From an optimization exercise on the open Yosys and OpenROAD flow, aimed at small area, a short achievable clock period and few clock cycles per item; shortcuts taken in it are not production practice.
Where RTL was checked, it was by simulation tests only, not by an equivalence proof against the original.
No functional check of the RTL was part of runs 2 to 5.
No activity file was given, so power comes from the tool's default toggle rates.

## flow/design.v

```verilog
`timescale 1ns / 1ps
package pfp_pkg;
   localparam int CHANNEL_COUNT = 8;
   localparam int FRAME_BYTES   = 21;
   localparam logic [7:0] SOF_A     = 8'hAA;
   localparam logic [7:0] SOF_B     = 8'h55;
   localparam logic [7:0] HEADER_ID = 8'h01;
   localparam logic [7:0] LEN_BYTE  = 8'h10;
   localparam logic [7:0] HDR_SUM   = 8'h10;
   localparam int          DUTY_S     = 18;
   localparam logic [33:0] DUTY_K     = 34'd1717987;
   localparam logic [33:0] DUTY_C_POS = 34'h20001FD9A;
   localparam logic [33:0] DUTY_C_NEG = 34'h20001FF35;
   localparam logic [15:0] DUTY_MAX   = 16'h7FFF;
endpackage
`timescale 1ns / 1ps
module pfp_front (
   input  logic                 clock,
   input  logic                 reset,
   input  logic                 in_v,
   input  logic [7:0]           in_b,
   input  logic                 in_be,
   output logic                 hit,
   output logic                 wr,
   output logic [4:0]           fill,
   output logic [4:0]           fill_n,
   output logic [15:0][7:0]     win
);
   logic [15:0]       tag;
   logic [7:0]        tsum;      
   logic [3:0]        pf;        
   logic              full;
   logic              restart;
   assign full    = fill[4] & fill[2];    
   assign hit     = in_v && full && tag[0] && (tsum == in_b);
   assign restart = hit || in_be;
   assign wr      = in_v && !restart && (fill >= 5'd4);
   always_comb begin
      if (reset || (in_v && restart)) fill_n = '0;
      else if (in_v && !full)         fill_n = fill + 1'b1;
      else                            fill_n = fill;
   end
   always_ff @(posedge clock) fill <= fill_n;
   always_ff @(posedge clock) begin
      if (reset) begin
         tsum <= pfp_pkg::HDR_SUM;
         pf   <= '0;
      end else if (in_v) begin
         if (restart) begin
            tsum <= pfp_pkg::HDR_SUM;
            pf   <= '0;
         end else begin
            if (wr) tsum <= tsum + in_b - (full ? win[0] : 8'd0);
            pf[0] <= (in_b == pfp_pkg::SOF_A);
            pf[1] <= pf[0] && (in_b == pfp_pkg::SOF_B);
            pf[2] <= pf[1] && (in_b == pfp_pkg::HEADER_ID);
            pf[3] <= pf[2] && (in_b == pfp_pkg::LEN_BYTE);
         end
      end
   end
   always_ff @(posedge clock) begin
      if (wr) begin
         win <= {in_b, win[15:1]};
         tag <= {pf[3], tag[15:1]};
      end
   end
endmodule
`timescale 1ns / 1ps
module pfp_queue (
   input  logic                 clock,
   input  logic                 reset,
   input  logic                 hit,
   input  logic                 wr,
   input  logic                 take,
   input  logic [4:0]           fill_n,
   input  logic [15:0][7:0]     win,
   output logic                 pend,
   output logic                 req_ready,
   output logic [15:0]          rd_raw
);
   logic       read;
   logic [2:0] rd_ch;
   logic [3:0] rd_pos;
   logic       pend_r;      
   logic       pend_s;      
   logic [3:0] pos_r;
   logic [3:0] pos_s;
   logic       rr_r;
   logic       rr_s;
   logic       nw;          
   logic       wn;          
   assign read = take && pend;
   assign pend_s = hit || pend;
   assign pos_s  = hit ? 4'd0 : rd_pos - 4'(wr);
   assign pend_r = (rd_ch != 3'd7);
   assign pos_r  = rd_pos + 4'd2 - 4'(wr);
   assign nw     = (fill_n + 5'(req_ready) < 5'd4);
   assign wn     = req_ready && (fill_n >= 5'd4);
   assign rr_s   = !pend_s || nw || (pos_s > 4'(wn));
   assign rr_r   = !pend_r || nw || (pos_r > 4'(wn));
   always_ff @(posedge clock) begin
      if (reset) begin
         pend      <= 1'b0;
         req_ready <= 1'b1;
      end else begin
         pend      <= read ? pend_r : pend_s;
         req_ready <= read ? rr_r : rr_s;
      end
      rd_pos <= read ? pos_r : pos_s;
      if (hit)       rd_ch <= '0;
      else if (read) rd_ch <= rd_ch + 1'b1;
   end
   logic [15:0] sel;
   always_comb begin
      for (int i = 0; i < 16; i++) sel[i] = (rd_pos == 4'(i));
      rd_raw = '0;
      for (int i = 0; i < 15; i++) begin
         rd_raw[15:8] |= {8{sel[i]}} & win[i];
         rd_raw[7:0]  |= {8{sel[i]}} & win[i+1];
      end
   end
endmodule
`timescale 1ns / 1ps
module pfp_back (
   input  logic                 clock,
   input  logic                 reset,
   input  logic                 pend,
   input  logic [15:0]          rd_raw,
   output logic                 take,
   output logic                 rsp_valid,
   input  logic                 rsp_ready,
   output logic [35:0]          rsp_data
);
   logic        adv;
   logic        take_b;
   logic        a_v;
   logic [15:0] a_raw;
   logic        a_neg;
   logic        a_sat;
   logic        b_v;
   logic [15:0] b_raw;
   logic        b_sat;
   logic [21:0] b_x;
   logic [21:0] b_y;
   logic [21:0] b_sum;
   logic        b_c;
   logic        o_v;
   logic [2:0]  o_ch;
   logic        o_last;
   logic [15:0] o_raw;
   logic [15:0] o_duty;
   logic [33:0] mx;
   logic [33:0] my;
   logic [12:0] lo;
   logic        sent;
   assign adv    = !o_v || rsp_ready;
   assign take_b = !b_v || adv;
   assign take   = !a_v || take_b;
   assign sent   = o_v && rsp_ready;
   always_ff @(posedge clock) begin
      if (reset) begin
         a_v    <= 1'b0;
         b_v    <= 1'b0;
         o_v    <= 1'b0;
         o_ch   <= '0;
         o_last <= 1'b0;
      end else begin
         if (take)   a_v <= pend;
         if (take_b) b_v <= a_v;
         if (adv)    o_v <= b_v;
         if (sent) begin
            o_ch   <= o_ch + 1'b1;
            o_last <= (o_ch == 3'd6);
         end
      end
   end
   pfp_mul u_mul (.r(a_raw[13:0]), .neg(a_neg), .x(mx), .y(my));
   assign lo    = {1'b0, mx[11:0]} + {1'b0, my[11:0]};
   assign b_sum = b_x + b_y + 22'(b_c);
   always_ff @(posedge clock) begin
      if (take) begin
         a_raw <= rd_raw;
         a_neg <= (rd_raw < 16'd5000);
         a_sat <= (rd_raw >= 16'd10000);
      end
      if (take_b) begin
         b_raw <= a_raw;
         b_sat <= a_sat;
         b_x   <= mx[33:12];
         b_y   <= my[33:12];
         b_c   <= lo[12];
      end
      if (adv) begin
         o_raw  <= b_raw;
         o_duty <= b_sat ? pfp_pkg::DUTY_MAX : b_sum[21:6];
      end
   end
   assign rsp_valid = o_v;
   assign rsp_data  = {o_ch, o_raw, o_duty, o_last};
endmodule
module pfp_mul (
   input  logic [13:0] r,
   input  logic        neg,
   output logic [33:0] x,
   output logic [33:0] y
);
   logic [13:0] rn;
   logic        pos;
   assign rn  = ~r;
   assign pos = ~neg;
   logic s1;
   logic c2;
   logic s3;
   logic c4;
   logic s5;
   logic c6;
   logic s7;
   logic c8;
   logic s9;
   logic c10;
   logic s11;
   logic c12;
   logic s13;
   logic c14;
   logic s15;
   logic c16;
   logic s17;
   logic c18;
   logic s19;
   logic c20;
   logic s21;
   logic c22;
   logic s23;
   logic c24;
   logic s25;
   logic c26;
   logic s27;
   logic c28;
   logic s29;
   logic c30;
   logic s31;
   logic c32;
   logic s33;
   logic c34;
   logic s35;
   logic c36;
   logic s37;
   logic c38;
   logic s39;
   logic c40;
   logic s41;
   logic c42;
   logic s43;
   logic c44;
   logic s45;
   logic c46;
   logic s47;
   logic c48;
   logic s49;
   logic c50;
   logic s51;
   logic c52;
   logic s53;
   logic c54;
   logic s55;
   logic c56;
   logic s57;
   logic c58;
   logic s59;
   logic c60;
   logic s61;
   logic c62;
   logic s63;
   logic c64;
   logic s65;
   logic c66;
   logic s67;
   logic c68;
   logic s69;
   logic c70;
   logic s71;
   logic c72;
   logic s73;
   logic c74;
   logic s75;
   logic c76;
   logic s77;
   logic c78;
   logic s79;
   logic c80;
   logic s81;
   logic c82;
   logic s83;
   logic c84;
   logic s85;
   logic c86;
   logic s87;
   logic c88;
   logic s89;
   logic c90;
   logic s91;
   logic c92;
   logic s93;
   logic c94;
   logic s95;
   logic c96;
   logic s97;
   logic c98;
   logic s99;
   logic c100;
   logic s101;
   logic c102;
   logic s103;
   logic c104;
   logic s105;
   logic c106;
   logic s107;
   logic c108;
   logic s109;
   logic c110;
   logic s111;
   logic c112;
   logic s113;
   logic c114;
   logic s115;
   logic c116;
   logic s117;
   logic c118;
   logic s119;
   logic c120;
   logic s121;
   logic c122;
   logic s123;
   logic c124;
   logic s125;
   logic c126;
   logic s127;
   logic c128;
   logic s129;
   logic c130;
   logic s131;
   logic c132;
   logic s133;
   logic c134;
   logic s135;
   logic c136;
   logic s137;
   logic c138;
   logic s139;
   logic c140;
   logic s141;
   logic c142;
   logic s143;
   logic c144;
   logic s145;
   logic c146;
   logic s147;
   logic c148;
   logic s149;
   logic c150;
   logic s151;
   logic c152;
   logic s153;
   logic c154;
   logic s155;
   logic c156;
   logic s157;
   logic c158;
   logic s159;
   logic c160;
   logic s161;
   logic c162;
   logic s163;
   logic c164;
   logic s165;
   logic c166;
   logic s167;
   logic c168;
   logic s169;
   logic c170;
   logic s171;
   logic c172;
   logic s173;
   logic c174;
   logic s175;
   logic c176;
   logic s177;
   logic c178;
   logic s179;
   logic c180;
   logic s181;
   logic c182;
   logic s183;
   logic c184;
   logic s185;
   logic c186;
   logic s187;
   logic c188;
   logic s189;
   logic c190;
   logic s191;
   logic c192;
   assign s1 = r[7] ^ rn[1];
   assign c2 = r[7] & rn[1];
   assign s3 = r[8] ^ rn[2] ^ rn[5];
   assign c4 = (r[8] & rn[2]) | (r[8] & rn[5]) | (rn[2] & rn[5]);
   assign s5 = r[9] ^ rn[0] ^ rn[3];
   assign c6 = (r[9] & rn[0]) | (r[9] & rn[3]) | (rn[0] & rn[3]);
   assign s7 = rn[6] ^ rn[11];
   assign c8 = rn[6] & rn[11];
   assign s9 = r[10] ^ rn[1] ^ rn[4];
   assign c10 = (r[10] & rn[1]) | (r[10] & rn[4]) | (rn[1] & rn[4]);
   assign s11 = rn[7] ^ rn[12];
   assign c12 = rn[7] & rn[12];
   assign s13 = r[11] ^ rn[2] ^ rn[5];
   assign c14 = (r[11] & rn[2]) | (r[11] & rn[5]) | (rn[2] & rn[5]);
   assign s15 = rn[8] ^ rn[13];
   assign c16 = rn[8] & rn[13];
   assign s17 = r[0] ^ r[12] ^ rn[3];
   assign c18 = (r[0] & r[12]) | (r[0] & rn[3]) | (r[12] & rn[3]);
   assign s19 = rn[6] ^ rn[9] ^ 1'b1;
   assign c20 = (rn[6] & rn[9]) | (rn[6] & 1'b1) | (rn[9] & 1'b1);
   assign s21 = r[1] ^ r[13] ^ rn[4];
   assign c22 = (r[1] & r[13]) | (r[1] & rn[4]) | (r[13] & rn[4]);
   assign s23 = rn[7] ^ rn[10] ^ 1'b1;
   assign c24 = (rn[7] & rn[10]) | (rn[7] & 1'b1) | (rn[10] & 1'b1);
   assign s25 = r[2] ^ rn[5] ^ rn[8];
   assign c26 = (r[2] & rn[5]) | (r[2] & rn[8]) | (rn[5] & rn[8]);
   assign s27 = rn[11] ^ 1'b1;
   assign c28 = rn[11] & 1'b1;
   assign s29 = r[0] ^ r[3] ^ rn[6];
   assign c30 = (r[0] & r[3]) | (r[0] & rn[6]) | (r[3] & rn[6]);
   assign s31 = rn[9] ^ rn[12];
   assign c32 = rn[9] & rn[12];
   assign s33 = r[1] ^ r[4] ^ rn[7];
   assign c34 = (r[1] & r[4]) | (r[1] & rn[7]) | (r[4] & rn[7]);
   assign s35 = rn[10] ^ rn[13];
   assign c36 = rn[10] & rn[13];
   assign s37 = r[2] ^ r[5] ^ rn[0];
   assign c38 = (r[2] & r[5]) | (r[2] & rn[0]) | (r[5] & rn[0]);
   assign s39 = rn[8] ^ rn[11];
   assign c40 = rn[8] & rn[11];
   assign s41 = r[3] ^ r[6] ^ rn[1];
   assign c42 = (r[3] & r[6]) | (r[3] & rn[1]) | (r[6] & rn[1]);
   assign s43 = rn[9] ^ rn[12];
   assign c44 = rn[9] & rn[12];
   assign s45 = r[0] ^ r[4] ^ r[7];
   assign c46 = (r[0] & r[4]) | (r[0] & r[7]) | (r[4] & r[7]);
   assign s47 = rn[2] ^ rn[10] ^ rn[13];
   assign c48 = (rn[2] & rn[10]) | (rn[2] & rn[13]) | (rn[10] & rn[13]);
   assign s49 = r[1] ^ r[5] ^ r[8];
   assign c50 = (r[1] & r[5]) | (r[1] & r[8]) | (r[5] & r[8]);
   assign s51 = rn[3] ^ rn[11] ^ 1'b1;
   assign c52 = (rn[3] & rn[11]) | (rn[3] & 1'b1) | (rn[11] & 1'b1);
   assign s53 = r[2] ^ r[6] ^ r[9];
   assign c54 = (r[2] & r[6]) | (r[2] & r[9]) | (r[6] & r[9]);
   assign s55 = rn[4] ^ rn[12] ^ 1'b1;
   assign c56 = (rn[4] & rn[12]) | (rn[4] & 1'b1) | (rn[12] & 1'b1);
   assign s57 = r[3] ^ r[7] ^ r[10];
   assign c58 = (r[3] & r[7]) | (r[3] & r[10]) | (r[7] & r[10]);
   assign s59 = rn[5] ^ rn[13] ^ 1'b1;
   assign c60 = (rn[5] & rn[13]) | (rn[5] & 1'b1) | (rn[13] & 1'b1);
   assign s61 = r[4] ^ r[8] ^ r[11];
   assign c62 = (r[4] & r[8]) | (r[4] & r[11]) | (r[8] & r[11]);
   assign s63 = r[5] ^ r[9] ^ r[12];
   assign c64 = (r[5] & r[9]) | (r[5] & r[12]) | (r[9] & r[12]);
   assign s65 = r[6] ^ r[10] ^ r[13];
   assign c66 = (r[6] & r[10]) | (r[6] & r[13]) | (r[10] & r[13]);
   assign s67 = r[7] ^ r[11];
   assign c68 = r[7] & r[11];
   assign s69 = r[8] ^ r[12];
   assign c70 = r[8] & r[12];
   assign s71 = r[9] ^ r[13];
   assign c72 = r[9] & r[13];
   assign s73 = r[3] ^ rn[0];
   assign c74 = r[3] & rn[0];
   assign s75 = r[4] ^ rn[1] ^ rn[6];
   assign c76 = (r[4] & rn[1]) | (r[4] & rn[6]) | (rn[1] & rn[6]);
   assign s77 = r[5] ^ rn[2] ^ rn[7];
   assign c78 = (r[5] & rn[2]) | (r[5] & rn[7]) | (rn[2] & rn[7]);
   assign s79 = r[6] ^ rn[0] ^ rn[3];
   assign c80 = (r[6] & rn[0]) | (r[6] & rn[3]) | (rn[0] & rn[3]);
   assign s81 = s1 ^ rn[4] ^ rn[9];
   assign c82 = (s1 & rn[4]) | (s1 & rn[9]) | (rn[4] & rn[9]);
   assign s83 = s3 ^ rn[10] ^ pos;
   assign c84 = (s3 & rn[10]) | (s3 & pos) | (rn[10] & pos);
   assign s85 = s5 ^ s7 ^ neg;
   assign c86 = (s5 & s7) | (s5 & neg) | (s7 & neg);
   assign s87 = s9 ^ s11 ^ c6;
   assign c88 = (s9 & s11) | (s9 & c6) | (s11 & c6);
   assign s89 = s13 ^ s15 ^ c10;
   assign c90 = (s13 & s15) | (s13 & c10) | (s15 & c10);
   assign s91 = s17 ^ s19 ^ c14;
   assign c92 = (s17 & s19) | (s17 & c14) | (s19 & c14);
   assign s93 = s21 ^ s23 ^ c18;
   assign c94 = (s21 & s23) | (s21 & c18) | (s23 & c18);
   assign s95 = s25 ^ s27 ^ c22;
   assign c96 = (s25 & s27) | (s25 & c22) | (s27 & c22);
   assign s97 = s29 ^ s31 ^ c26;
   assign c98 = (s29 & s31) | (s29 & c26) | (s31 & c26);
   assign s99 = s33 ^ s35 ^ c30;
   assign c100 = (s33 & s35) | (s33 & c30) | (s35 & c30);
   assign s101 = s37 ^ s39 ^ c34;
   assign c102 = (s37 & s39) | (s37 & c34) | (s39 & c34);
   assign s103 = s41 ^ s43 ^ c38;
   assign c104 = (s41 & s43) | (s41 & c38) | (s43 & c38);
   assign s105 = s45 ^ s47 ^ c42;
   assign c106 = (s45 & s47) | (s45 & c42) | (s47 & c42);
   assign s107 = s49 ^ s51 ^ c46;
   assign c108 = (s49 & s51) | (s49 & c46) | (s51 & c46);
   assign s109 = s53 ^ s55 ^ c50;
   assign c110 = (s53 & s55) | (s53 & c50) | (s55 & c50);
   assign s111 = s57 ^ s59 ^ c54;
   assign c112 = (s57 & s59) | (s57 & c54) | (s59 & c54);
   assign s113 = s61 ^ rn[6] ^ c58;
   assign c114 = (s61 & rn[6]) | (s61 & c58) | (rn[6] & c58);
   assign s115 = s63 ^ rn[7] ^ 1'b1;
   assign c116 = (s63 & rn[7]) | (s63 & 1'b1) | (rn[7] & 1'b1);
   assign s117 = s65 ^ rn[8] ^ 1'b1;
   assign c118 = (s65 & rn[8]) | (s65 & 1'b1) | (rn[8] & 1'b1);
   assign s119 = s67 ^ rn[9] ^ 1'b1;
   assign c120 = (s67 & rn[9]) | (s67 & 1'b1) | (rn[9] & 1'b1);
   assign s121 = s69 ^ rn[10] ^ 1'b1;
   assign c122 = (s69 & rn[10]) | (s69 & 1'b1) | (rn[10] & 1'b1);
   assign s123 = s71 ^ rn[11] ^ 1'b1;
   assign c124 = (s71 & rn[11]) | (s71 & 1'b1) | (rn[11] & 1'b1);
   assign s125 = r[10] ^ rn[12] ^ 1'b1;
   assign c126 = (r[10] & rn[12]) | (r[10] & 1'b1) | (rn[12] & 1'b1);
   assign s127 = r[11] ^ rn[13];
   assign c128 = r[11] & rn[13];
   assign s129 = r[0] ^ rn[2];
   assign c130 = r[0] & rn[2];
   assign s131 = r[1] ^ rn[3] ^ pos;
   assign c132 = (r[1] & rn[3]) | (r[1] & pos) | (rn[3] & pos);
   assign s133 = r[2] ^ rn[4] ^ 1'b1;
   assign c134 = (r[2] & rn[4]) | (r[2] & 1'b1) | (rn[4] & 1'b1);
   assign s135 = s73 ^ rn[5] ^ pos;
   assign c136 = (s73 & rn[5]) | (s73 & pos) | (rn[5] & pos);
   assign s137 = s75 ^ neg ^ c74;
   assign c138 = (s75 & neg) | (s75 & c74) | (neg & c74);
   assign s139 = s77 ^ pos ^ c76;
   assign c140 = (s77 & pos) | (s77 & c76) | (pos & c76);
   assign s141 = s79 ^ rn[8] ^ c78;
   assign c142 = (s79 & rn[8]) | (s79 & c78) | (rn[8] & c78);
   assign s143 = s81 ^ pos ^ c80;
   assign c144 = (s81 & pos) | (s81 & c80) | (pos & c80);
   assign s145 = s83 ^ c2 ^ c82;
   assign c146 = (s83 & c2) | (s83 & c82) | (c2 & c82);
   assign s147 = s85 ^ c4 ^ c84;
   assign c148 = (s85 & c4) | (s85 & c84) | (c4 & c84);
   assign s149 = s87 ^ c8 ^ c86;
   assign c150 = (s87 & c8) | (s87 & c86) | (c8 & c86);
   assign s151 = s89 ^ c12 ^ c88;
   assign c152 = (s89 & c12) | (s89 & c88) | (c12 & c88);
   assign s153 = s91 ^ c16 ^ c90;
   assign c154 = (s91 & c16) | (s91 & c90) | (c16 & c90);
   assign s155 = s93 ^ c20 ^ c92;
   assign c156 = (s93 & c20) | (s93 & c92) | (c20 & c92);
   assign s157 = s95 ^ c24 ^ c94;
   assign c158 = (s95 & c24) | (s95 & c94) | (c24 & c94);
   assign s159 = s97 ^ c28 ^ c96;
   assign c160 = (s97 & c28) | (s97 & c96) | (c28 & c96);
   assign s161 = s99 ^ c32 ^ c98;
   assign c162 = (s99 & c32) | (s99 & c98) | (c32 & c98);
   assign s163 = s101 ^ c36 ^ c100;
   assign c164 = (s101 & c36) | (s101 & c100) | (c36 & c100);
   assign s165 = s103 ^ c40 ^ c102;
   assign c166 = (s103 & c40) | (s103 & c102) | (c40 & c102);
   assign s167 = s105 ^ c44 ^ c104;
   assign c168 = (s105 & c44) | (s105 & c104) | (c44 & c104);
   assign s169 = s107 ^ c48 ^ c106;
   assign c170 = (s107 & c48) | (s107 & c106) | (c48 & c106);
   assign s171 = s109 ^ c52 ^ c108;
   assign c172 = (s109 & c52) | (s109 & c108) | (c52 & c108);
   assign s173 = s111 ^ c56 ^ c110;
   assign c174 = (s111 & c56) | (s111 & c110) | (c56 & c110);
   assign s175 = s113 ^ c60 ^ c112;
   assign c176 = (s113 & c60) | (s113 & c112) | (c60 & c112);
   assign s177 = s115 ^ c62 ^ c114;
   assign c178 = (s115 & c62) | (s115 & c114) | (c62 & c114);
   assign s179 = s117 ^ c64 ^ c116;
   assign c180 = (s117 & c64) | (s117 & c116) | (c64 & c116);
   assign s181 = s119 ^ c66 ^ c118;
   assign c182 = (s119 & c66) | (s119 & c118) | (c66 & c118);
   assign s183 = s121 ^ c68 ^ c120;
   assign c184 = (s121 & c68) | (s121 & c120) | (c68 & c120);
   assign s185 = s123 ^ c70 ^ c122;
   assign c186 = (s123 & c70) | (s123 & c122) | (c70 & c122);
   assign s187 = s125 ^ c72 ^ c124;
   assign c188 = (s125 & c72) | (s125 & c124) | (c72 & c124);
   assign s189 = s127 ^ 1'b1 ^ c126;
   assign c190 = (s127 & 1'b1) | (s127 & c126) | (1'b1 & c126);
   assign s191 = r[12] ^ 1'b1 ^ c128;
   assign c192 = (r[12] & 1'b1) | (r[12] & c128) | (1'b1 & c128);
   assign x[0] = rn[0];
   assign y[0] = pos;
   assign x[1] = rn[1];
   assign y[1] = 1'b1;
   assign x[2] = s129;
   assign y[2] = neg;
   assign x[3] = s131;
   assign y[3] = c130;
   assign x[4] = s133;
   assign y[4] = c132;
   assign x[5] = s135;
   assign y[5] = c134;
   assign x[6] = s137;
   assign y[6] = c136;
   assign x[7] = s139;
   assign y[7] = c138;
   assign x[8] = s141;
   assign y[8] = c140;
   assign x[9] = s143;
   assign y[9] = c142;
   assign x[10] = s145;
   assign y[10] = c144;
   assign x[11] = s147;
   assign y[11] = c146;
   assign x[12] = s149;
   assign y[12] = c148;
   assign x[13] = s151;
   assign y[13] = c150;
   assign x[14] = s153;
   assign y[14] = c152;
   assign x[15] = s155;
   assign y[15] = c154;
   assign x[16] = s157;
   assign y[16] = c156;
   assign x[17] = s159;
   assign y[17] = c158;
   assign x[18] = s161;
   assign y[18] = c160;
   assign x[19] = s163;
   assign y[19] = c162;
   assign x[20] = s165;
   assign y[20] = c164;
   assign x[21] = s167;
   assign y[21] = c166;
   assign x[22] = s169;
   assign y[22] = c168;
   assign x[23] = s171;
   assign y[23] = c170;
   assign x[24] = s173;
   assign y[24] = c172;
   assign x[25] = s175;
   assign y[25] = c174;
   assign x[26] = s177;
   assign y[26] = c176;
   assign x[27] = s179;
   assign y[27] = c178;
   assign x[28] = s181;
   assign y[28] = c180;
   assign x[29] = s183;
   assign y[29] = c182;
   assign x[30] = s185;
   assign y[30] = c184;
   assign x[31] = s187;
   assign y[31] = c186;
   assign x[32] = s189;
   assign y[32] = c188;
   assign x[33] = s191;
   assign y[33] = c190;
endmodule
`timescale 1ns / 1ps
module pwm_frame_parser (
   input  logic             clock,
   input  logic             reset,
   input  logic             req_valid,
   output logic             req_ready,
   input  logic [8:0]       req_data,
   output logic             rsp_valid,
   input  logic             rsp_ready,
   output logic [35:0]      rsp_data
);
   logic             in_v;
   logic [7:0]       in_b;
   logic             in_be;
   logic             hit;
   logic             wr;
   logic [4:0]       fill;
   logic [15:0][7:0] win;
   logic             take;
   logic             pend;
   logic             in_v_n;
   logic [4:0]       fill_n;
   logic [15:0]      rd_raw;
   always_ff @(posedge clock) begin
      in_v  <= in_v_n;
      in_b  <= req_data[8:1];
      in_be <= req_data[0];
   end
   assign in_v_n = !reset && req_valid && req_ready;
   pfp_front u_front (
      .clock (clock),
      .reset (reset),
      .in_v  (in_v),
      .in_b  (in_b),
      .in_be (in_be),
      .hit   (hit),
      .wr    (wr),
      .fill  (fill),
      .fill_n (fill_n),
      .win   (win)
   );
   pfp_queue u_queue (
      .clock  (clock),
      .reset  (reset),
      .hit    (hit),
      .wr     (wr),
      .take   (take),
      .win    (win),
      .pend   (pend),
      .fill_n (fill_n),
      .req_ready (req_ready),
      .rd_raw (rd_raw)
   );
   pfp_back u_back (
      .clock     (clock),
      .reset     (reset),
      .pend      (pend),
      .rd_raw    (rd_raw),
      .take      (take),
      .rsp_valid (rsp_valid),
      .rsp_ready (rsp_ready),
      .rsp_data  (rsp_data)
   );
endmodule
```

## flow/run.sh

```bash
#!/bin/bash
# synth_recipe.tcl (not shown) runs the flow's synth.tcl, then flattens the netlist and writes it again
# the make line also repeats each setting of config.mk as NAME=value (left out here)
make -C /OpenROAD-flow-scripts/flow DESIGN_CONFIG=/design/flow/config.mk WORK_HOME=/design/flow/orfs CLKGATE_MAP_FILE= SYNTH_SCRIPT=/design/flow/synth_recipe.tcl finish
```

## flow/config.mk

```make
export PLATFORM = sky130hd
export DESIGN_NAME = pwm_frame_parser
export DESIGN_NICKNAME = pwm_frame_parser
export VERILOG_FILES = /design/flow/design.v
export SDC_FILE = /design/flow/constraint.sdc
export NUM_CORES = 4
export LEC_CHECK = 0
export ABC_CLOCK_PERIOD_IN_PS = 2400
export CAP_MARGIN = 20
export CORE_MARGIN = 2
export CORE_UTILIZATION = 60
export CTS_BUF_LIST = sky130_fd_sc_hd__clkbuf_4 sky130_fd_sc_hd__clkbuf_8
export CTS_CLUSTER_SIZE = 30
export SETUP_SLACK_MARGIN = 4.3
export SLEW_MARGIN = 20
```

## flow/constraint.sdc

```tcl
create_clock -name core_clock -period 7.0 [get_ports {clock}]
set_input_delay 1.4000 -clock core_clock [delete_from_list [all_inputs] [get_ports {clock}]]
set_output_delay 1.4000 -clock core_clock [all_outputs]
set_load 0.01 [all_outputs]
```

==> results of run 1 <==
[cell usage in the layout, fill, tap and decap left out, types with 14 or more instances in the layout]
cell type / synthesis / layout
inv_1: 159 / 141
clkbuf_8: 0 / 48
a21oi_1: 59 / 53
nor2_1: 49 / 48
dfxtp_1: 43 / 31
nand2_1: 74 / 71
o21ai_0: 29 / 25
a22oi_1: 33 / 32
xnor2_1: 26 / 24
ha_1: 85 / 74
nand3_1: 25 / 22
edfxtp_1: 256 / 256
clkbuf_4: 0 / 14
dlygate4sd2_1: 0 / 38
fa_1: 73 / 71
buf_4: 4 / 48
[metal layers]
layer | GRT usage (%) | vias to the layer above | part of all wire [%]
met1 | 32.5 | 4648 | 42
li1 | - | 4420 | -
met4 | 7.72 | 0 | 3.1
met5 | 0 | - | 0
met2 | 39.7 | 309 | 49
met3 | 4.00 | 63 | 5.9
[cell usage after synthesis, drive strengths merged (6+ instances only)]
master    n  area share (%)
clkbuf   13            0.32
nand3    25            0.83
a311oi    6            0.35
a222oi   13            0.86
nand2b    8            0.33
buf      32             1.4
o21ai    31             1.0
inv     160             4.0
dfxtp    43             5.7
and3     13            0.54
a21o     10            0.50
edfxtp  256              51
nor2     49             1.2
xor2      9            0.52
a22oi    34             1.7
nand4    12            0.50
ha       85             7.0
fa       73             9.7
xnor2    26             1.5
a22o      8            0.46
nor4      8            0.57
a221oi   12            0.74
a21oi    59             2.0
a31oi     8            0.33
nand2    74             1.8
mux2i     6            0.40
[per-stage QoR]
step | hold slack [ns] | area, sq um | util [%] | total power [uW] | setup WS, ns
6_report | 0.411 | 17600 | 70.6 | 7070 | 4.17
5_1_grt | 0.415 | 17600 | 70.6 | 7690 | 4.06
4_1_cts | 0.410 | 17400 | 69.5 | 6990 | 4.18
3_5_place_dp | 0.405 | 16000 | 63.9 | 5330 | 3.29
3_3_place_gp | 0.400 | 16000 | 63.9 | 5240 | 3.38
2_1_floorplan | 0.400 | 15300 | - | 4610 | 2.49
[where the power goes]
part / leakage, uW / internal [uW] / switching, uW
registers: 0.00281 / 2410 / 125
logic: 0.00359 / 1340 / 1670
clock network: 0.000512 / 864 / 668
[flip-flops by register name (all words and copies together), names as in the netlist, 5 cells and up]
signal	flops
in_b	8
u_back.a_raw	16
u_back.b_raw	16
u_back.b_x	22
u_back.b_y	22
u_back.o_duty	16
u_back.o_raw	16
u_front.fill	5
u_front.tag	16
u_front.tsum	8
u_front.win	128
[worst reg2reg max path, delay by kind of cell, from the launching register on]
family | cells | cell delay, ns
adder cells (fa/ha/maj) | 3 | 1.28
buffers and inverters | 4 | 0.35
flip-flops | 1 | 0.37
AO/OA/AOI/OAI | 4 | 0.59
[logic make-up after synthesis]
group	synth area share [%]
flops	56.5
compound gates	11.0
buf+inv	5.70
simple gates	6.56
fa+ha+maj	16.7
xor+xnor	2.18
mux	1.36
[layout make-up]
cell class              count  area [sq um]
flip-flops and latches    299          8580
fillers                  1836          7330
multi-input cells         648          5960
repair buffers            112          1070
clock buffers              62           766
inverters                 160           619
well taps                 330           413
clock inverters            23           214
repair inverters            2          12.5
[timing repair]
item                                    CTS  global route
setup buffers                            35            15
pin swaps                                18            17
cloned                                    3             2
resized for setup                        82            35
endpoints found under the setup margin  196            70
[worst min path at each step]
stage	startpoint	to	slack, ns	cells past startpoint
floorplan	u_back.a_raw[14]$_DFFE_PN_	u_back.b_raw[14]$_DFFE_PP_	0.40	0
global placement	u_back.b_raw[12]$_DFFE_PP_	u_back.o_raw[12]$_DFFE_PP_	0.40	0
detailed placement	u_back.b_raw[12]$_DFFE_PP_	u_back.o_raw[12]$_DFFE_PP_	0.40	0
CTS	u_front.tag[14]$_DFFE_PP_	u_front.tag[13]$_DFFE_PP_	0.41	0
global route	u_front.tag[14]$_DFFE_PP_	u_front.tag[13]$_DFFE_PP_	0.42	0
finish	u_front.tag[14]$_DFFE_PP_	u_front.tag[13]$_DFFE_PP_	0.41	0
==> impl_metrics.tcl, run 1 <==
set metrics [dict create \
    vias_per_cell 5.77 \
    crit_fanout 2 \
    start_util_pct 60.6 \
    clock_sinks 299 \
    clockRootBuffer "clkbuf_8" \
    drv_cap 0 \
    tns_ns 0 \
    crit_chain "buf_4 > clkinvlp_4 > fa_1 > inv_1 > fa_1 > inv_1 > ha_2 > a211oi_2 > o21ai_1 > a31oi_1 > o21ai_1" \
    io_pins 51 \
    synth_edf_count 256 \
    cts_hold_buf 0 \
    synthesis.area_sq_um 15100 \
    end_kind "flop" \
    fmax_mhz 353 \
    rsz0062_at_grt "yes" \
    coreArea_sq_um 25000 \
    r2r_cells 11 \
    p_per_area_nw_per_um2 401 \
    cp.buffers_inverters 4 \
    synthCells 1152 \
    relSlewSlack_pct 48.1 \
    hpwlAfterDp_mm 20.0 \
    io_buffers 50 \
    wirelength_mm 31.5 \
    critPathKind "reg2reg" \
    firstDrtPassIters 8 \
    drtIter0Drc 827 \
    timing.final.max_slew_violations 0 \
    critPathCapture "u_back.b_c$_DFFE_PP_" \
    r2r_start "u_back.a_raw[2]$_DFFE_PN_" \
    die-area_sq_um 26500 \
    vias 9440 \
    grt_pass1_vias 9178 \
    clock_path_buffers 3 \
    grt-ovfl-total 0 \
    grt_max_degree 87 \
    hold_class "reg2reg" \
    ant_nets 0 \
    timing_hold_violations_final 0 \
    min_period_ns 2.83 \
    leakagePower_uw 0.00691 \
    synth_cell_types 74 \
    cts_buffers 46 \
    htree_num_levels 2 \
    clock-skew-final_ns 0.0342 \
    nets 1440 \
    areaGrowthSynthToFinish_pct 16.5 \
    grt_pass1_wl_mm 49.0 \
    cp.depth 11 \
    fin_cells 1636 \
    setup_viol 0 \
    track_usage_pct 23.9 \
    startpoint "u_back.a_raw[2]$_DFFE_PN_" \
    period_share_pct 40.5 \
    ys.flop_type "edfxtp_1" \
    clk_pin_slew_ns 0.06 \
    clock_latency_ns 0.57 \
    tightestPinTransition_ns 0.778 \
    rows 58 \
    ys_async_sr_fraction_pct 0 \
    routedWlPerCell_microns 19.2 \
    drc 0 \
    slowest_delay_ns 0.55 \
    die_w_microns 163 \
    arrival_ns 3.13 \
    fp.dieH_microns 163 \
    start_kind "flop" \
    rrSetupSlack_ns 4.17 \
    outcome "complete, no violations" \
    synthesis.nets 1323 \
    ys_ff_latch 299 \
    postSynthAreaPerCell_sq_um 13.1 \
    num_antenna_cells 0 \
    ys_warn_count 4 \
    crit-reg2reg-capture "u_back.b_c$_DFFE_PP_" \
    required_ns 7.30 \
    ir_drop_mv 0.253 \
    drive_above_1_share_pct 17.5 \
    cts_tree "built" \
    cp_slowest_cell "fa_1" \
    ys_seq_area_share_pct 56.5 \
    place_inst 1496 \
    antenna_found_initial 0 \
    cp_top_family "adder cells" \
    gp_congestion 0.809 \
]
Testbench counts, summed over its fixed seeds: cycles 23,733, items 8,120.
==> run 2: changes to the inputs <==
--- a/flow/design.v
+++ b/flow/design.v
@@ -141,7 +141,7 @@
    logic [15:0] b_raw;
    logic        b_sat;
-   logic [21:0] b_x;
-   logic [21:0] b_y;
-   logic [21:0] b_sum;
+   logic [25:0] b_x;
+   logic [25:0] b_y;
+   logic [25:0] b_sum;
    logic        b_c;
    logic        o_v;
@@ -152,5 +152,5 @@
    logic [33:0] mx;
    logic [33:0] my;
-   logic [12:0] lo;
+   logic [8:0]  lo;
    logic        sent;
    assign adv    = !o_v || rsp_ready;
@@ -176,6 +176,6 @@
    end
    pfp_mul u_mul (.r(a_raw[13:0]), .neg(a_neg), .x(mx), .y(my));
-   assign lo    = {1'b0, mx[11:0]} + {1'b0, my[11:0]};
-   assign b_sum = b_x + b_y + 22'(b_c);
+   assign lo    = {1'b0, mx[7:0]} + {1'b0, my[7:0]};
+   assign b_sum = b_x + b_y + 26'(b_c);
    always_ff @(posedge clock) begin
       if (take) begin
@@ -187,11 +187,11 @@
          b_raw <= a_raw;
          b_sat <= a_sat;
-         b_x   <= mx[33:12];
-         b_y   <= my[33:12];
-         b_c   <= lo[12];
+         b_x   <= mx[33:8];
+         b_y   <= my[33:8];
+         b_c   <= lo[8];
       end
       if (adv) begin
          o_raw  <= b_raw;
-         o_duty <= b_sat ? pfp_pkg::DUTY_MAX : b_sum[21:6];
+         o_duty <= b_sat ? pfp_pkg::DUTY_MAX : b_sum[25:10];
       end
    end
--- a/flow/config.mk
+++ b/flow/config.mk
@@ -6,5 +6,5 @@
 export NUM_CORES = 4
 export LEC_CHECK = 0
-export ABC_CLOCK_PERIOD_IN_PS = 2400
+export ABC_CLOCK_PERIOD_IN_PS = 2500
 export CAP_MARGIN = 20
 export CORE_MARGIN = 2
@@ -12,4 +12,4 @@
 export CTS_BUF_LIST = sky130_fd_sc_hd__clkbuf_4 sky130_fd_sc_hd__clkbuf_8
 export CTS_CLUSTER_SIZE = 30
-export SETUP_SLACK_MARGIN = 4.3
+export SETUP_SLACK_MARGIN = 4.2
 export SLEW_MARGIN = 20
==> run 2 against run 1 <==
Net effect:
- still clean on timing, DRC and antenna
- hold slack is essentially flat
- total power fell by 1.6%
- setup slack worse by 0.0074 ns
- core utilization decreased by 1.2 points
- global-route usage increased by 1.1 points
- sequential power increased by 6%
- register-to-register slack about the same
- critical path depth did not move
- flip-flop and latch count rose by 8
- non-clock buffer count shrank 19
==> impl_metrics.tcl, run 2 <==
set metrics [dict create \
    yosys-top-cells-area "edfxtp_1, fa_1, ha_1" \
    rows 59 \
    io_pins 51 \
    htree_num_levels 2 \
    setup_viol 0 \
    fillers 1934 \
    fp.dieH_microns 165 \
    largest_register "u_front.win" \
    multi_input_area_sq_um 6220 \
    clock-skew-final_ns 0.0203 \
    die_w_microns 165 \
    cp.buffers_inverters 1 \
    cts_tree "built" \
    fin_util_pct 69.4 \
    timing_hold_violations_final 0 \
    clockRootBuffer "clkbuf_8" \
    io_buffers 50 \
    ys_seq_area_share_pct 56.3 \
    synthAdderAreaFrac_pct 16.2 \
    min_period_ns 2.84 \
    startpoint "u_front.win[1]$_DFFE_PP_" \
    clock_latency_ns 0.56 \
    use_met2_pct 41.4 \
    synth_top_family_by_area "adder cells" \
    synth_edf_count 264 \
    hpwlAfterDp_mm 21.5 \
    timing.final.max_slew_violations 0 \
    synth_compound_area_share_pct 10.6 \
    crit-reg2reg-capture "u_front.tsum[7]$_SDFFE_PP0P_" \
    ys_warn_count 4 \
    synth_common_cells "edfxtp_1, inv_1, ha_1" \
    yosysMostFrequentCell "edfxtp_1" \
    r2r_start "u_front.win[1]$_DFFE_PP_" \
    routedWlPerCell_microns 19.8 \
    synthesis.area_sq_um 15600 \
    cp_slowest_cell "fa_1" \
    tns_ns 0 \
    end_kind "flop" \
    drive_above_1_share_pct 12.9 \
    ys_ff_latch 307 \
    grt_pass1_vias 9581 \
    coreArea_sq_um 25800 \
    slowest_delay_ns 0.50 \
    firstDrtPassIters 5 \
    busiest_layer "met2" \
    drtIter0Drc 878 \
    fmax_mhz 352 \
    rrSetupSlack_ns 4.16 \
    synth_mux_area_share_pct 2.27 \
    synth_cell_types 71 \
    crit_chain "and3_4 > fa_1 > inv_2 > ha_4 > a21o_1 > a21oi_2 > o21bai_2 > a2111oi_2 > or3_1 > or3b_4 > a31oi_1" \
    clk_pin_slew_ns 0.06 \
    relSlewSlack_pct 35.1 \
    cts_buffers 49 \
    dp_slack_ns 3.37 \
    clock_sinks 307 \
    yosys.area_share.simple_pct 7.55 \
    leakagePower_uw 0.00706 \
    vias 9922 \
    nets 1499 \
    track_usage_pct 25.0 \
    synthXorXnorAreaFrac_pct 1.84 \
    critPathKind "reg2reg" \
    antenna_found_initial 0 \
    ant_nets 0 \
    wirelength_mm 33.6 \
    ff_latch_area_sq_um 8810 \
    arrival_ns 3.31 \
    gp_congestion 0.868 \
    crit_fanout 2 \
    areaGrowthSynthToFinish_pct 14.6 \
    hold_class "reg2reg" \
    synthesis.nets 1402 \
    critPathCapture "u_front.tsum[7]$_SDFFE_PP0P_" \
    drv_cap 0 \
    tightestPinTransition_ns 0.973 \
    grt_max_degree 76 \
    p_per_area_nw_per_um2 389 \
    drc 0 \
    yosysTopAreaCell "edfxtp_1" \
    final_common_cell "edfxtp_1" \
    grt-ovfl-total 0 \
    fin_ws_ns 4.16 \
    largest_reg_flops 128 \
    postSynthAreaPerCell_sq_um 12.7 \
    grtUsageMet3_pct 4.07 \
    synth_top_area_share_pct 50.8 \
    use_met1_pct 34.1 \
    r2r_cells 11 \
    synthCells 1231 \
    final_cell_mix "edfxtp_1, inv_1, ha_1" \
    ys.flop_type "edfxtp_1" \
    grt_pass1_wl_mm 52.0 \
    start_kind "flop" \
    clock_path_buffers 3 \
    rsz0062_at_grt "yes" \
    die-area_sq_um 27300 \
    reg_top3 "u_front.win (128), u_back.b_x (26), u_back.b_y (26)" \
    cp_top_family "simple AND/OR/NAND/NOR gates" \
    cp.depth 11 \
    period_share_pct 40.6 \
    ir_drop_mv 0.244 \
    vias_per_cell 5.83 \
    start_util_pct 60.6 \
    outcome "complete, no violations" \
    required_ns 7.47 \
    num_antenna_cells 0 \
    ys_async_sr_fraction_pct 0 \
]
-- run 2: cell types whose count changed after synthesis, moves of 11 or more --
cell      change
mux2i_1      +20
a21oi_1      -12
nand3_1      +21
clkbuf_1     +11
o21ai_0      +21
-- run 2: cell families (layout without fill, tap and decap cells) --
group	count (synthesis)	after routing
AO/OA/AOI/OAI	246	246
XOR/XNOR	31	31
adder cells (fa/ha/maj)	158	158
buffers and inverters	210	344
flip-flops	307	307
multiplexers	32	32
AND/OR/NAND/NOR	247	250
-- run 2: per-layer routing --
metal  vias to the layer above  wire, microns
li1                       4675              -
met1                      4849          14300
met2                       335          16400
met3                        63           1980
met4                         0            948
met5                         -              0
-- run 2: worst min-delay path by stage --
stage	from	depth (start not counted)	to
2_1_floorplan	u_back.a_raw[14]$_DFFE_PN_	0	u_back.b_raw[14]$_DFFE_PP_
3_3_place_gp	u_back.b_raw[11]$_DFFE_PP_	0	u_back.o_raw[11]$_DFFE_PP_
3_5_place_dp	u_back.b_raw[2]$_DFFE_PP_	0	u_back.o_raw[2]$_DFFE_PP_
4_1_cts	u_back.b_raw[2]$_DFFE_PP_	0	u_back.o_raw[2]$_DFFE_PP_
5_1_grt	u_back.b_raw[1]$_DFFE_PP_	0	u_back.o_raw[1]$_DFFE_PP_
6_report	u_back.b_raw[2]$_DFFE_PP_	0	u_back.o_raw[2]$_DFFE_PP_
-- run 2: layout make-up --
| class | count | area share (%) |
|---|---|---|
| Timing Repair Buffer | 93 | 4.93 |
| Clock inverter | 25 | 0.644 |
| Sequential cell | 307 | 49.3 |
| Clock buffer | 66 | 4.69 |
| Tap cell | 335 | 2.34 |
| Multi-Input combinational cell | 717 | 34.8 |
| Inverter | 160 | 3.36 |
-- run 2: per-stage QoR --
stage                     hold slack (ns)  std cells  cell area, sq um  total power (uW)
after global routing                0.417       1703             17900              7570
final                               0.411       1703             17900              6960
after floorplan                     0.400       1231             15700              4650
after detailed placement            0.405       1576             16400              5460
after global placement              0.402       1576             16400              5350
after CTS                           0.412       1679             17500              6940
-- run 2: what timing repair did --
item	in CTS	in global routing
cloned	3	2
buffers inserted	9	22
hold buffers	0	0
endpoints found under the setup margin	132	21
gates resized for setup	56	43
pin swaps	4	8
-- run 2: power breakdown --
part | switching, uW | leakage (uW) | internal (uW)
Combinational | 1620 | 0.00365 | 1190
Clock | 688 | 0.000508 | 781
Sequential | 158 | 0.00290 | 2520
==> run 3: changes to the inputs <==
==> flow/flow/run.sh (new file) <==
#!/bin/bash
# The standard layout (the standard.sh), with the port buffers made of plain buf_4 cells
# instead of the delay-cell buffers that buffer_ports picks by default.
set -euo pipefail
export BUFFER_PORTS_ARGS="-buffer_cell sky130_fd_sc_hd__buf_4"
bash standard.sh > standard.log 2>&1
==> flow/standard.sh (new file) <==
#!/bin/bash
# synth_recipe.tcl (not shown) runs the flow's synth.tcl, then flattens the netlist and writes it again
# the make line also repeats each setting of config.mk as NAME=value (left out here)
make -C /OpenROAD-flow-scripts/flow DESIGN_CONFIG=/design/flow/config.mk WORK_HOME=/design/flow/orfs CLKGATE_MAP_FILE= SYNTH_SCRIPT=/design/flow/synth_recipe.tcl "${@:-finish}"
removed: flow/run.sh
==> run 3 against run 2 <==
Net effect:
- clock skew shrank 0.0029 ns
- core utilization is 1.2 points lower
- wire length shrank 1.3%
- via count is 0.46% higher
- final area shrank 1.7%
- fmax is 2.4% lower
- count of clock-buffer cells in the layout up 2
- setup slack worse by 0.069 ns
- global-route usage grew 0.077 points
- largest power group unchanged
- highest routed layer unchanged
==> impl_metrics.tcl, run 3 <==
set metrics [dict create \
    yosys-top-cells-area "edfxtp_1, fa_1, ha_1" \
    place_inst 1576 \
    fin_cells 1683 \
    final_common_cell "edfxtp_1" \
    ys_warn_count 4 \
    rrSetupSlack_ns 4.09 \
    ys_ff_latch 307 \
    swShare_pct 35.3 \
    min_from "u_back.b_raw[5]$_DFFE_PP_" \
    critPathCapture "u_front.tsum[7]$_SDFFE_PP0P_" \
    fin_ws_ns 4.09 \
    crit-reg2reg-capture "u_front.tsum[7]$_SDFFE_PP0P_" \
    clockPowerShare_pct 21.2 \
    period_share_pct 41.6 \
    tightestPinTransition_ns 0.935 \
    clock_sinks 307 \
    synthesis.area_sq_um 15600 \
    htree_num_levels 2 \
    rows 59 \
    ys_async_sr_fraction_pct 0 \
    cp.depth 10 \
    fmax_mhz 344 \
    hold_class "reg2reg" \
    synth_cell_types 71 \
    setup_viol 0 \
    reg_top3 "u_front.win (128), u_back.b_x (26), u_back.b_y (26)" \
    grt_pass1_wl_mm 52.2 \
    hpwlAfterDp_mm 22.4 \
    vias 9968 \
    die_w_microns 165 \
    end_kind "flop" \
    drive_above_1_share_pct 15.4 \
    final_cell_mix "edfxtp_1, inv_1, ha_1" \
    timing.final.max_slew_violations 0 \
    seqPwrFrac_pct 38.8 \
    antenna_found_initial 0 \
    tns_ns 0 \
    areaGrowthSynthToFinish_pct 12.6 \
    synth_common_cells "edfxtp_1, inv_1, ha_1" \
    yosysMostFrequentCell "edfxtp_1" \
    cts_hold_buf 0 \
    drv_cap 0 \
    arrival_ns 3.39 \
    yosysTopAreaCell "edfxtp_1" \
    clock_latency_ns 0.56 \
    start_util_pct 60.6 \
    relSlewSlack_pct 37.7 \
    grt-ovfl-total 0 \
    slowest_delay_ns 0.53 \
    r2r_start "u_front.win[2]$_DFFE_PP_" \
    cp_slowest_cell "fa_1" \
    r2r_cells 10 \
    p_total_uw 6960 \
    synth_top_area_share_pct 50.8 \
    clk_pin_slew_ns 0.06 \
    ys.flop_type "edfxtp_1" \
    ant_nets 0 \
    coreArea_sq_um 25800 \
    combPwrFrac_pct 39.9 \
    dp_slack_ns 3.60 \
    drc 0 \
    required_ns 7.48 \
    cts_tree "built" \
    num_antenna_cells 0 \
    cts_buffers 49 \
    wirelength_mm 33.2 \
    fp.dieH_microns 165 \
    postSynthAreaPerCell_sq_um 12.7 \
    grt_max_degree 85 \
    crit_fanout 3 \
    min_period_ns 2.91 \
    ys_seq_area_share_pct 56.3 \
    synthesis.nets 1402 \
    largest_reg_flops 128 \
    critPathKind "reg2reg" \
    vias_per_cell 5.92 \
    largest_register "u_front.win" \
    timing_hold_violations_final 0 \
    io_pins 51 \
    clock_path_buffers 3 \
    nets 1483 \
    rsz0062_at_grt "yes" \
    p_per_area_nw_per_um2 396 \
    clockRootBuffer "clkbuf_8" \
    routedWlPerCell_microns 19.7 \
    drtIter0Drc 1012 \
    start_kind "flop" \
    ir_drop_mv 0.227 \
    grt_pass1_vias 9571 \
    firstDrtPassIters 7 \
    cp.buffers_inverters 1 \
    startpoint "u_front.win[2]$_DFFE_PP_" \
    synthCells 1231 \
    io_buffers 50 \
    outcome "complete, no violations" \
    crit_chain "and3_4 > fa_1 > inv_2 > ha_4 > a21oi_2 > o21bai_2 > a2111oi_2 > or3_1 > or3b_4 > a31oi_1" \
    leakagePower_uw 0.00698 \
    synth_edf_count 264 \
    clock-skew-final_ns 0.0174 \
    die-area_sq_um 27300 \
    track_usage_pct 25.0 \
    p_sw_uw 2450 \
    gp_congestion 0.923 \
    cp_top_family "simple AND/OR/NAND/NOR gates" \
    p_int_uw 4500 \
]
[run 3: cell counts after synthesis]
No cell type changed its count.
[run 3: how the worst min path moves through the flow]
stage / to / slack (ns) / cells after the start
after global routing: u_back.o_raw[9]$_DFFE_PP_ / 0.42 / 0
after CTS: u_back.o_raw[15]$_DFFE_PP_ / 0.41 / 0
after floorplan: u_back.b_raw[14]$_DFFE_PP_ / 0.40 / 0
after global placement: u_back.o_raw[3]$_DFFE_PP_ / 0.40 / 0
after detailed placement: u_back.o_raw[9]$_DFFE_PP_ / 0.40 / 0
final: u_back.o_raw[5]$_DFFE_PP_ / 0.41 / 0
[run 3: layout make-up]
class | count | area (sq um)
clock buffer | 68 | 830
clock inverter | 19 | 105
fill | 1880 | 8190
inverter | 160 | 603
multi-input combinational | 714 | 6150
sequential | 307 | 8810
tap | 335 | 419
timing repair buffer | 80 | 659
[run 3: repair_timing]
item | CTS | global route
endpoints found under the setup margin | 75 | 72
buffers inserted | 9 | 11
pin swaps | 3 | 6
resized for setup | 20 | 35
cloned | 0 | 0
[run 3: cell families after synthesis]
logic type      after synthesis  synth area share (%)
compound gates              246                  10.6
xor+xnor                     31                  1.84
fa+ha+maj                   158                  16.2
buf+inv                     210                  5.28
flops                       307                  56.3
mux                          32                  2.27
simple gates                247                  7.55
[run 3: per-stage QoR]
step,hold WS (ns),area [sq um],utilization [%]
2_1_floorplan,0.400,15700,-
3_3_place_gp,0.402,16300,63.3
3_5_place_dp,0.405,16300,63.3
4_1_cts,0.413,17400,67.4
5_1_grt,0.420,17600,68.2
6_report,0.412,17600,68.2
[run 3: routing by layer]
metal	routed length (microns)	global-route usage (%)	part of all wire, %	vias up
met5	0	0	0	-
li1	-	-	-	4635
met4	1190	10.3	3.6	0
met2	15800	40.4	48	394
met3	2070	3.95	6.2	75
met1	14100	34.3	43	4864
[run 3: power groups by stage]
stage               clock network (uW)  registers (uW)  logic [uW]
CTS                               1520            2710        2730
finish                            1480            2700        2780
global placement                     0            2780        2550
floorplan                            0            2720        1930
global route                      1600            2730        3250
detailed placement                   0            2790        2650
[run 3: worst register-to-register path, delay by kind of cell, from the launching register on]
family | cells | cell delay [ns]
simple gates | 3 | 1.01
fa+ha+maj | 2 | 0.81
flops | 1 | 0.50
compound gates | 4 | 0.47
buf+inv | 1 | 0.05
==> run 4: changes to the inputs <==
--- a/flow/design.v
+++ b/flow/design.v
@@ -42,19 +42,20 @@
    end
    always_ff @(posedge clock) fill <= fill_n;
+   logic [7:0] sub;
+   logic       kill;
+   logic       full_n;
+   assign kill   = reset || (in_v && restart);
+   assign full_n = !kill && (full || (in_v && fill == 5'd19));
    always_ff @(posedge clock) begin
-      if (reset) begin
-         tsum <= pfp_pkg::HDR_SUM;
-         pf   <= '0;
+      sub <= full_n ? (wr ? win[1] : win[0]) : 8'd0;
+      if (kill)    tsum <= pfp_pkg::HDR_SUM;
+      else if (wr) tsum <= tsum + in_b - sub;
+      if (kill) begin
+         pf <= '0;
       end else if (in_v) begin
-         if (restart) begin
-            tsum <= pfp_pkg::HDR_SUM;
-            pf   <= '0;
-         end else begin
-            if (wr) tsum <= tsum + in_b - (full ? win[0] : 8'd0);
-            pf[0] <= (in_b == pfp_pkg::SOF_A);
-            pf[1] <= pf[0] && (in_b == pfp_pkg::SOF_B);
-            pf[2] <= pf[1] && (in_b == pfp_pkg::HEADER_ID);
-            pf[3] <= pf[2] && (in_b == pfp_pkg::LEN_BYTE);
-         end
+         pf[0] <= (in_b == pfp_pkg::SOF_A);
+         pf[1] <= pf[0] && (in_b == pfp_pkg::SOF_B);
+         pf[2] <= pf[1] && (in_b == pfp_pkg::HEADER_ID);
+         pf[3] <= pf[2] && (in_b == pfp_pkg::LEN_BYTE);
       end
    end
==> flow/run.sh (new file) <==
#!/bin/bash
# synth_recipe.tcl (not shown) runs the flow's synth.tcl, then flattens the netlist and writes it again
# the make line also repeats each setting of config.mk as NAME=value (left out here)
make -C /OpenROAD-flow-scripts/flow DESIGN_CONFIG=/design/flow/config.mk WORK_HOME=/design/flow/orfs CLKGATE_MAP_FILE= SYNTH_SCRIPT=/design/flow/synth_recipe.tcl finish
removed: flow/flow/run.sh
removed: flow/standard.sh
==> run 4 against run 3 <==
Net effect:
- first-iteration DRC count about the same
- flip-flop and latch count increased by 8
- register-to-register slack got worse by 0.07 ns
- non-clock buffer count increased by 42
- synthesized cell count decreased by 4.9%
- cell count decreased by 0.77%
- critical path depth increased by 4
- via count increased by 0.23%
- clock skew increased by 0.00080 ns
- fmax decreased by 2.2%
- largest cell class unchanged
- largest power group is now sequential cells
==> impl_metrics.tcl, run 4 <==
set metrics [dict create \
    min_period_ns 2.98 \
    ys_ff_latch 315 \
    drc 0 \
    start_util_pct 61.3 \
    cts_buffers 50 \
    hpwlAfterDp_mm 21.7 \
    yosysTopAreaCell "edfxtp_1" \
    ys_warn_count 4 \
    fmax_mhz 336 \
    antenna_found_initial 0 \
    slowest_delay_ns 0.55 \
    reg_top3 "u_front.win (128), u_back.b_x (26), u_back.b_y (26)" \
    arrival_ns 3.41 \
    grt_pass1_vias 9791 \
    final_cell_mix "edfxtp_1, inv_1, ha_1" \
    busiest_layer "met2" \
    rows 58 \
    ys_async_sr_fraction_pct 0 \
    drtIter0Drc 1011 \
    postSynthAreaPerCell_sq_um 13.2 \
    cp.depth 14 \
    leakagePower_uw 0.00710 \
    grt-ovfl-total 0 \
    cp.buffers_inverters 1 \
    synth_common_cells "edfxtp_1, inv_1, ha_1" \
    end_kind "flop" \
    die_w_microns 165 \
    io_pins 51 \
    fin_util_pct 72.0 \
    areaGrowthSynthToFinish_pct 17.5 \
    final_common_cell "edfxtp_1" \
    dpl_cell_area_sq_um 16400 \
    drv_cap 0 \
    vias_per_cell 5.98 \
    grtUsageMet3_pct 5.05 \
    timing.final.max_slew_violations 0 \
    ys.flop_type "edfxtp_1" \
    hold_class "reg2reg" \
    synth_cell_types 64 \
    synthesis.area_sq_um 15500 \
    clock-skew-final_ns 0.0182 \
    clock_sinks 315 \
    clock_latency_ns 0.57 \
    use_met1_pct 34.4 \
    grt_max_degree 85 \
    clk_pin_slew_ns 0.06 \
    use_met2_pct 42.1 \
    period_share_pct 42.5 \
    cp_top_family "simple AND/OR/NAND/NOR gates" \
    clock_path_buffers 3 \
    critPathKind "reg2reg" \
    ys_seq_area_share_pct 57.8 \
    r2r_cells 14 \
    yosysMostFrequentCell "edfxtp_1" \
    clockRootBuffer "clkbuf_8" \
    tightestPinTransition_ns 0.788 \
    setup_viol 0 \
    num_antenna_cells 0 \
    drive_above_1_share_pct 16.6 \
    firstDrtPassIters 7 \
    gp_congestion 0.856 \
    synthesis.nets 1341 \
    synth_top_area_share_pct 51.2 \
    vias 9991 \
    track_usage_pct 26.0 \
    ir_drop_mv 0.207 \
    start_kind "flop" \
    crit_chain "nand4_1 > or4_4 > nor3_4 > buf_6 > o21ai_4 > nand2b_4 > nor2_4 > o31a_1 > ha_1 > nor2_2 > nor4b_4 > a21oi_2 > a21oi_2 > nand4b_1" \
    synth_edf_count 264 \
    cts_hold_buf 0 \
    yosys-top-cells-area "edfxtp_1, fa_1, ha_1" \
    wirelength_mm 34.5 \
    crit_top_cell "a21oi_2" \
    final_cell_area_sq_um 18200 \
    largest_reg_flops 128 \
    htree_num_levels 2 \
    io_buffers 50 \
    grt_pass1_wl_mm 53.4 \
    cp_slowest_cell "or4_4" \
    outcome "complete, no violations" \
    fin_hold_ws_ns 0.415 \
    die-area_sq_um 27100 \
    required_ns 7.43 \
    routedWlPerCell_microns 20.7 \
    crit_fanout 6 \
    tns_ns 0 \
    largest_register "u_front.win" \
    relSlewSlack_pct 47.4 \
    p_per_area_nw_per_um2 363 \
    coreArea_sq_um 25300 \
    hold_depth 0 \
    synthCells 1171 \
    timing_hold_violations_final 0 \
    rsz0062_at_grt "yes" \
    nets 1470 \
    fp.dieH_microns 165 \
    ant_nets 0 \
    cts_tree "built" \
]
run 4: what timing repair did:
action	CTS	global route
hold endpoints to repair	0	0
pin swaps	19	14
gates cloned	5	0
setup buffers	34	23
gates resized for setup	94	31
setup endpoints to repair	134	48
run 4: path summary, 6_finish.rpt:
kind | start | end | slack [ns]
max | u_front.fill[4]$_DFF_P_ | u_queue.req_ready$_SDFF_PP1_ | 4.02
min | u_back.a_raw[15]$_DFFE_PN_ | u_back.b_raw[15]$_DFFE_PP_ | 0.42
max reg2reg | u_front.fill[4]$_DFF_P_ | u_queue.req_ready$_SDFF_PP1_ | 4.02
min reg2reg | u_back.a_raw[15]$_DFFE_PN_ | u_back.b_raw[15]$_DFFE_PP_ | 0.42
run 4: where the power goes:
group	internal [uW]	switching (uW)	leakage (uW)
Clock	918	708	0.000560
Sequential	2490	138	0.00295
Combinational	1040	1320	0.00359
run 4: logic make-up (layout without fill, tap and decap cells):
kind of cell	count (synthesis)	count (layout)	synth area share, %
XOR/XNOR	33	33	1.87
AO/OA/AOI/OAI	225	225	10.5
buffers and inverters	199	368	4.96
adder cells (fa/ha/maj)	157	157	16.2
flip-flops	315	315	57.8
AND/OR/NAND/NOR	225	225	7.46
multiplexers	17	17	1.16
run 4: per-stage QoR:
stage	std cells	power, uW	worst slack, ns
finish	1670	6600	4.02
global route	1670	7140	3.91
CTS	1647	6610	4.07
detailed placement	1516	4940	3.14
global placement	1515	4840	3.20
floorplan	1171	4290	3.99
run 4: layout make-up:
type | instances | area (sq um)
sequential | 315 | 8980
fill | 1760 | 7080
multi-input combinational | 657 | 6020
timing repair buffer | 122 | 1120
clock buffer | 76 | 927
inverter | 154 | 584
tap | 330 | 413
clock inverter | 16 | 124
run 4: metal layers:
metal | part of all wire, % | wire (microns) | vias to the layer above
li1 | - | - | 4558
met1 | 40 | 13900 | 4809
met2 | 47 | 16300 | 492
met3 | 7.5 | 2580 | 132
met4 | 4.9 | 1710 | 0
met5 | 0 | 0 | -
==> run 5: changes to the inputs <==
--- a/flow/design.v
+++ b/flow/design.v
@@ -142,7 +142,7 @@
    logic [15:0] b_raw;
    logic        b_sat;
-   logic [25:0] b_x;
-   logic [25:0] b_y;
-   logic [25:0] b_sum;
+   logic [21:0] b_x;
+   logic [21:0] b_y;
+   logic [21:0] b_sum;
    logic        b_c;
    logic        o_v;
@@ -153,5 +153,5 @@
    logic [33:0] mx;
    logic [33:0] my;
-   logic [8:0]  lo;
+   logic [12:0] lo;
    logic        sent;
    assign adv    = !o_v || rsp_ready;
@@ -177,6 +177,6 @@
    end
    pfp_mul u_mul (.r(a_raw[13:0]), .neg(a_neg), .x(mx), .y(my));
-   assign lo    = {1'b0, mx[7:0]} + {1'b0, my[7:0]};
-   assign b_sum = b_x + b_y + 26'(b_c);
+   assign lo    = {1'b0, mx[11:0]} + {1'b0, my[11:0]};
+   assign b_sum = b_x + b_y + 22'(b_c);
    always_ff @(posedge clock) begin
       if (take) begin
@@ -188,11 +188,11 @@
          b_raw <= a_raw;
          b_sat <= a_sat;
-         b_x   <= mx[33:8];
-         b_y   <= my[33:8];
-         b_c   <= lo[8];
+         b_x   <= mx[33:12];
+         b_y   <= my[33:12];
+         b_c   <= lo[12];
       end
       if (adv) begin
          o_raw  <= b_raw;
-         o_duty <= b_sat ? pfp_pkg::DUTY_MAX : b_sum[25:10];
+         o_duty <= b_sat ? pfp_pkg::DUTY_MAX : b_sum[21:6];
       end
    end
==> run 5 against run 4 <==
Net effect:
- still clean
- hold slack worse by 0.0039 ns
- first-iteration DRC count down 8.2%
- non-clock buffer count down 14
- critical path depth down 4
- sequential power down 3%
- fmax up 0.36%
- synthesized area down 1.8%
- wire length down 4.0%
- die area down 1.7%
- combinational power up 8%
- clock skew up 0.035 ns
- clock power down 6%
- highest routed layer unchanged
==> impl_metrics.tcl, run 5 <==
set metrics [dict create \
    track_usage_pct 25.5 \
    drtIter0Drc 928 \
    cts_buffers 48 \
    drive_above_1_share_pct 16.1 \
    cp_top_family "adder cells" \
    cp_slowest_cell "fa_1" \
    start_kind "flop" \
    cp.buffers_inverters 2 \
    fin_util_pct 70.4 \
    hold_class "reg2reg" \
    end_kind "flop" \
    tns_ns 0 \
    timing_hold_violations_final 0 \
    rows 58 \
    yosysMostFrequentCell "edfxtp_1" \
    p_total_uw 6610 \
    reg_top3 "u_front.win (128), u_back.b_x (22), u_back.b_y (22)" \
    num_antenna_cells 0 \
    vias_per_cell 5.89 \
    ir_drop_mv 0.255 \
    synth_cell_types 66 \
    p_per_area_nw_per_um2 375 \
    tightestPinTransition_ns 0.805 \
    clockRootBuffer "clkbuf_8" \
    startpoint "u_back.a_raw[2]$_DFFE_PN_" \
    arrival_ns 3.27 \
    synth_edf_count 256 \
    clock_latency_ns 0.59 \
    routedWlPerCell_microns 20.3 \
    postSynthAreaPerCell_sq_um 13.3 \
    ant_nets 0 \
    io_pins 51 \
    yosysTopAreaCell "edfxtp_1" \
    firstDrtPassIters 5 \
    drc 0 \
    synthesis.nets 1315 \
    hpwlAfterDp_mm 21.2 \
    yosys-top-cells-area "edfxtp_1, fa_1, ha_1" \
    grt_max_degree 85 \
    min_period_ns 2.96 \
    grt-ovfl-total 0 \
    synth_top_area_share_pct 50.6 \
    cts_hold_buf 0 \
    synth_common_cells "edfxtp_1, inv_1, ha_1" \
    rsz0062_at_grt "yes" \
    synthesis.area_sq_um 15200 \
    synthCells 1145 \
    ys.flop_type "edfxtp_1" \
    fillers 1783 \
    die_w_microns 163 \
    slowest_delay_ns 0.55 \
    fmax_mhz 337 \
    largest_reg_flops 128 \
    grt_pass1_wl_mm 51.3 \
    coreArea_sq_um 25000 \
    relSlewSlack_pct 46.3 \
    cts_tree "built" \
    leakagePower_uw 0.00694 \
    grt_pass1_vias 9482 \
    crit_top_cell "fa_1" \
    ys_warn_count 4 \
    timing.final.max_slew_violations 0 \
    htree_num_levels 2 \
    clock_sinks 307 \
    io_buffers 50 \
    nets 1432 \
    required_ns 7.30 \
    die-area_sq_um 26600 \
    ys_seq_area_share_pct 57.3 \
    drv_cap 0 \
    gp_congestion 0.909 \
    critPathKind "reg2reg" \
    r2r_start "u_back.a_raw[2]$_DFFE_PN_" \
    crit_chain "fa_1 > inv_2 > fa_1 > inv_1 > fa_1 > ha_1 > o21ai_1 > nand2b_1 > a21oi_1 > o31ai_1" \
    clock_path_buffers 3 \
    final_cell_mix "edfxtp_1, inv_1, ha_1" \
    period_share_pct 42.4 \
    fin_hold_ws_ns 0.411 \
    antenna_found_initial 0 \
    setup_viol 0 \
    ys_async_sr_fraction_pct 0 \
    areaGrowthSynthToFinish_pct 15.9 \
    start_util_pct 60.7 \
    ys_ff_latch 307 \
    largest_register "u_front.win" \
    vias 9608 \
    clock-skew-final_ns 0.0528 \
    min_from "u_back.b_raw[12]$_DFFE_PP_" \
    fp.dieH_microns 163 \
    final_common_cell "edfxtp_1" \
    outcome "complete, no violations" \
    wirelength_mm 33.1 \
    clk_pin_slew_ns 0.07 \
    crit_fanout 5 \
]
## run 5: cells by family after synthesis
kind of cell | count (synthesis) | share of synthesized area (%)
multiplexers | 22 | 1.65
AND/OR/NAND/NOR | 211 | 6.97
flip-flops | 307 | 57.3
XOR/XNOR | 36 | 2.07
AO/OA/AOI/OAI | 217 | 10.4
adder cells (fa/ha/maj) | 157 | 16.5
buffers and inverters | 195 | 5.11
## run 5: worst paths after layout
check / endpoint / slack, ns / cells past startpoint
worst max-delay path: u_back.b_c$_DFFE_PP_ / 4.04 / 10
worst min register to register: u_back.o_raw[12]$_DFFE_PP_ / 0.41 / 0
worst max register to register: u_back.b_c$_DFFE_PP_ / 4.04 / 10
worst min-delay path: u_back.o_raw[12]$_DFFE_PP_ / 0.41 / 0
## run 5: timing repair
item / CTS / global route
buffers inserted: 28 / 17
gates cloned: 4 / 0
pin swaps: 11 / 15
setup endpoints to repair: 51 / 21
resized for setup: 76 / 41
## run 5: final cells by class
cell class                 count  area (sq um)  share of cell area, %
clock inverter                27           200                   1.14
tap                          330           413                   2.34
timing repair buffer         108           972                   5.52
multi-input combinational    643          5930                   33.7
clock buffer                  62           778                   4.42
inverter                     154           588                   3.34
sequential                   307          8740                   49.6
## run 5: through the flow
stage / cells / worst slack, ns / instance area, sq um
4_1_cts: 1614 / 4.04 / 17400
5_1_grt: 1631 / 3.91 / 17600
2_1_floorplan: 1145 / 3.89 / 15300
3_3_place_gp: 1493 / 3.51 / 16100
6_report: 1631 / 4.04 / 17600
3_5_place_dp: 1493 / 3.49 / 16100
## run 5: power breakdown
| part | total [uW] | internal (uW) | switching (uW) | leakage, uW |
|---|---|---|---|---|
| Sequential | 2560 | 2430 | 127 | 0.00289 |
| Combinational | 2530 | 1120 | 1410 | 0.00355 |
| Clock | 1530 | 840 | 688 | 0.000507 |
## run 5: per-layer routing
| layer | share of wire, % | track usage (%) |
|---|---|---|
| met5 | 0 | 0 |
| met4 | 4.1 | 11.0 |
| met3 | 7.7 | 4.90 |
| met2 | 47 | 41.1 |
| met1 | 41 | 34.1 |

==> static timing again, ports no longer ideal <==
The results above use ideal ports. As a check the final layouts listed here were re-extracted and re-timed, cells and wires unchanged. Step 1 (the two cells are an assumption about what drives the block):
set clk [get_ports {clock}]
set_driving_cell -lib_cell sky130_fd_sc_hd__clkbuf_16 $clk
set_driving_cell -lib_cell sky130_fd_sc_hd__buf_2 [delete_from_list [all_inputs] $clk]
Step 2 moves the port delays by t, midway between the first and last clock arrival at a register: inputs arrive t later, outputs are due t later. That takes back most of the time a late clock gives input paths. Three values: ideal, step 1, step 2; two values: the first two.
run | shift t [ns] | setup WS [ns] | worst setup path after step 2 | latest minus earliest clock arrival (ns) | worst data-port slew with drivers (ns)
run 1 | 0.598 | 4.167 / 4.167 / 3.823 | input to register | 0.034 / 0.034 | 0.04
run 2 | 0.597 | 4.160 / 4.160 / 3.652 | input to register | 0.021 / 0.021 | 0.04
run 3 | 0.594 | 4.090 / 4.090 / 3.992 | input to register | 0.022 / 0.022 | 0.03
run 4 | 0.605 | 4.025 / 4.025 / 3.562 | input to register | 0.018 / 0.019 | 0.03
run 5 | 0.607 | 4.035 / 4.035 / 3.598 | input to register | 0.057 / 0.057 | 0.03
After both steps every run listed still meets setup and hold. For run 2, which loses most, drivers alone change the setup slack by 0.000 ns; drivers and shift together by -0.508 ns.
